Source: an optimization exercise on an open RTL-to-GDS flow (aim: small area). Production flows keep margins and buffers that such runs may drop.
Only simulation tests tie the RTL to the original design; equivalence was not proved.

Setup of oak:
Design game_top, start of the top module:
module game_top #(
    parameter int TROOP_W = 9
) (
    input  logic               clk_100M,
    input  logic               reset,
    input  logic               key_ready,
    input  logic [2:0]         key_data,
    output logic               key_read_fin,
    input  logic               wb_cyc,
    input  logic               wb_stb,
    input  logic               wb_we,
    input  logic [7:0]         wb_adr,
    input  logic [31:0]        wb_dat_i,
    output logic [31:0]        wb_dat_o,
    output logic               wb_ack
);
clock: 12.0 ns
lec_check: 0
abc_area: 1
cap_margin: 20
core_margin: 2
core_utilization: 60
gpl_routability_driven: 0
gpl_timing_driven: 0
place_density: 0.72
setup_slack_margin: 0.15
slew_margin: 20
standard.sh (not shown) runs the stock make flow with config.mk's settings and CLKGATE_MAP_FILE= SYNTH_SCRIPT=/design/flow/synth_recipe.tcl, a recipe that flattens the netlist after the stock synthesis.
==> flow/flow/run.sh <==
#!/bin/bash
# Own layout flow: the standard flow (standard.sh) with two changes:
#  - synthesis: Yosys's abc pass maps the logic with flow/abc_map.script, an
#    area-oriented mapping, instead of ORFS's abc script (registers untouched);
#  - clock tree: clkbuf_4 buffers, larger sink clusters, no dummy loads;
#  - port buffers: buf_1 cells (every port still gets its buffer).
# Each tool's output is in orfs/logs (ORFS) and flow_make.log here.
set -euo pipefail
W=$(pwd)
cat > "$W/own_synth.tcl" <<EOS
# The standard synthesis (synth_recipe.tcl), with abc's script replaced
proc abc {args} {
  set i [lsearch -exact \$args -script]
  if {\$i >= 0} { lset args [expr {\$i + 1}] {$W/flow/abc_map.script} }
  puts "abc with script $W/flow/abc_map.script"
  yosys abc {*}\$args
}
source {$W/synth_recipe.tcl}
EOS
# the platform's don't-use cells, and the largest plain buffers
DONT_USE="sky130_fd_sc_hd__probe_p_8 sky130_fd_sc_hd__probec_p_8 sky130_fd_sc_hd__lpflow_bleeder_1 sky130_fd_sc_hd__lpflow_clkbufkapwr_1 sky130_fd_sc_hd__lpflow_clkbufkapwr_16 sky130_fd_sc_hd__lpflow_clkbufkapwr_2 sky130_fd_sc_hd__lpflow_clkbufkapwr_4 sky130_fd_sc_hd__lpflow_clkbufkapwr_8 sky130_fd_sc_hd__lpflow_clkinvkapwr_1 sky130_fd_sc_hd__lpflow_clkinvkapwr_16 sky130_fd_sc_hd__lpflow_clkinvkapwr_2 sky130_fd_sc_hd__lpflow_clkinvkapwr_4 sky130_fd_sc_hd__lpflow_clkinvkapwr_8 sky130_fd_sc_hd__lpflow_decapkapwr_12 sky130_fd_sc_hd__lpflow_decapkapwr_3 sky130_fd_sc_hd__lpflow_decapkapwr_4 sky130_fd_sc_hd__lpflow_decapkapwr_6 sky130_fd_sc_hd__lpflow_decapkapwr_8 sky130_fd_sc_hd__lpflow_inputiso0n_1 sky130_fd_sc_hd__lpflow_inputiso0p_1 sky130_fd_sc_hd__lpflow_inputiso1n_1 sky130_fd_sc_hd__lpflow_inputiso1p_1 sky130_fd_sc_hd__lpflow_inputisolatch_1 sky130_fd_sc_hd__lpflow_isobufsrc_1 sky130_fd_sc_hd__lpflow_isobufsrc_16 sky130_fd_sc_hd__lpflow_isobufsrc_2 sky130_fd_sc_hd__lpflow_isobufsrc_4 sky130_fd_sc_hd__lpflow_isobufsrc_8 sky130_fd_sc_hd__lpflow_isobufsrckapwr_16 sky130_fd_sc_hd__lpflow_lsbuf_lh_hl_isowell_tap_1 sky130_fd_sc_hd__lpflow_lsbuf_lh_hl_isowell_tap_2 sky130_fd_sc_hd__lpflow_lsbuf_lh_hl_isowell_tap_4 sky130_fd_sc_hd__lpflow_lsbuf_lh_isowell_4 sky130_fd_sc_hd__lpflow_lsbuf_lh_isowell_tap_1 sky130_fd_sc_hd__lpflow_lsbuf_lh_isowell_tap_2 sky130_fd_sc_hd__lpflow_lsbuf_lh_isowell_tap_4 sky130_fd_sc_hd__buf_12 sky130_fd_sc_hd__buf_16"
CTS="-sink_clustering_enable -repair_clock_nets -dont_use_dummy_load"
CTS="$CTS -buf_list sky130_fd_sc_hd__clkbuf_4 -sink_clustering_size 10 -sink_clustering_max_diameter 35"
bash "$W/standard.sh" "SYNTH_SCRIPT=$W/own_synth.tcl" "CTS_ARGS=$CTS" \
  "BUFFER_PORTS_ARGS=-buffer_cell sky130_fd_sc_hd__buf_1" "DONT_USE_CELLS=$DONT_USE" finish > "$W/flow_make.log" 2>&1
Other scripts of this flow, unchanged in this note and not shown: flow/flow/abc_map.script
The inputs of pine differ from those of oak as listed below.
--- a/flow/design.v
+++ b/flow/design.v
@@ -189,22 +189,20 @@
     logic       tgt_city;      
     logic [6:0] tgt_idx;       
     logic       cell_hit;
     logic [6:0] wb_idx;
     assign cell_hit = wb_adr[7] && wb_adr[6:0] < 7'd100;
     assign wb_idx   = wb_adr[6:0];
     logic               need_port;     
     logic               defer_q;       
     logic [6:0]         hq_idx;        
     logic               undo_hit_q;    
-    logic [TROOP_W-1:0] undo_troop_q;  
-    logic [1:0]         undo_own_q;
     logic [6:0]         pidx;
     logic [12:0]        phi_sel;       
     logic [7:0]         plo_sel;       
     logic [TROOP_W-1:0] raw_troop;
     logic [1:0]         raw_own;
     logic [TROOP_W-1:0] port_rel;
     logic [1:0]         port_own;
     logic [TROOP_W-1:0] port_abs;
     assign need_port = fsm_run && state == IN_ROUND && pending != KEY_NONE;
     assign pidx = defer_q ? hq_idx : (need_port ? tgt_idx : wb_idx);
@@ -228,22 +226,22 @@
                     grp_troop[g] = grp_troop[g]
                                  | ({TROOP_W{plo_sel[l]}} & cell_troop[(g*8+l) / BOARD_W][(g*8+l) % BOARD_W]);
                     grp_own[g]   = grp_own[g]
                                  | ({2{plo_sel[l]}} & cell_own[(g*8+l) / BOARD_W][(g*8+l) % BOARD_W]);
                 end
             end
             raw_troop = raw_troop | ({TROOP_W{phi_sel[g]}} & grp_troop[g]);
             raw_own   = raw_own   | ({2{phi_sel[g]}} & grp_own[g]);
         end
     end
-    assign port_rel = (defer_q && undo_hit_q) ? undo_troop_q : raw_troop;
-    assign port_own = (defer_q && undo_hit_q) ? undo_own_q : raw_own;
+    assign port_rel = raw_troop;
+    assign port_own = raw_own;
     logic [TROOP_W:0]   port_sum;
     assign port_sum = {1'b0, port_rel} + {1'b0, CITY_TAB[pidx] ? g_city : g_terr};
     assign port_abs = (port_own == NPC) ? '0 : port_sum[TROOP_W-1:0];
     logic               half;
     logic [TROOP_W-1:0] sent;
     logic [TROOP_W-1:0] src_left;
     logic               own_target;
     logic               capture;
     logic               blocked;
     logic               attack;
@@ -469,21 +467,19 @@
         end else begin
             wb_ack <= req;
             start  <= req && wb_we && wb_adr == 8'd0 && wb_dat_i[0];
         end
     end
     always_ff @(posedge clk_100M) begin
         dat_q        <= rd_data;
         defer_q      <= req && need_port && cell_hit;
         hq_idx       <= wb_idx;
         undo_hit_q   <= wb_idx == tgt_idx;
-        undo_troop_q <= raw_troop;
-        undo_own_q   <= raw_own;
     end
     always_comb begin
         wb_dat_o = dat_q;
-        if (defer_q) begin
+        if (defer_q && !undo_hit_q) begin
             wb_dat_o[TROOP_W-1:0] = port_abs;
             wb_dat_o[25:24]       = port_own;
         end
     end
 endmodule
Results
Final non-filler cell area for pine: 1.1% down relative to oak
When the final numbers for pine and oak were put side by side, the wire length the detailed router placed on met1 turned out to be greater in oak.
oak → pine: total of flip-flops plus latches after synthesis went down, relative area change from synthesis to final layout went down 0.68 points.
Comparing pine and oak, the lower buffer count from post-CTS setup fixing is on pine.
Netlist area before placement for pine: about 0.5% down relative to oak
pine ends up with lower count of distinct cell types in the synthesized netlist than oak does.
pine ended up with wb_dat_o[8] as its capture point of the worst path; oak ended up with cell_troop[22][7]$_DFFE_PP_.

==> port drivers added, routing unchanged <==
How much do the figures lean on ideal ports? The routed layouts below were timed once more, with nothing changed but the port constraints. Step 1 (the two cells are an assumption about what drives the block):
set clk [get_ports {clk_100M}]
set_driving_cell -lib_cell sky130_fd_sc_hd__clkbuf_16 $clk
set_driving_cell -lib_cell sky130_fd_sc_hd__buf_2 [delete_from_list [all_inputs] $clk]
Step 2 adds t to the input delays and takes it off the output delays; t is the mean of the earliest and latest rising clock arrival at the registers after step 1. Input paths then give back, and output paths get back, about the clock's delay inside the block. Slacks: no drivers / after step 1 / after step 2; pairs: no drivers / after step 1.
run | shift t [ns] | slack for setup (ns) | worst setup path after step 2
oak | 1.056 | 0.401 / 0.395 / -0.614 | input to register
pine | 1.051 | 0.433 / 0.412 / -0.326 | input to register
With both steps, setup timing fails in oak and pine, where it was met with ideal ports. The setup slack of oak, which loses most, moves by -0.006 ns with the drivers and by -1.015 ns with both steps.
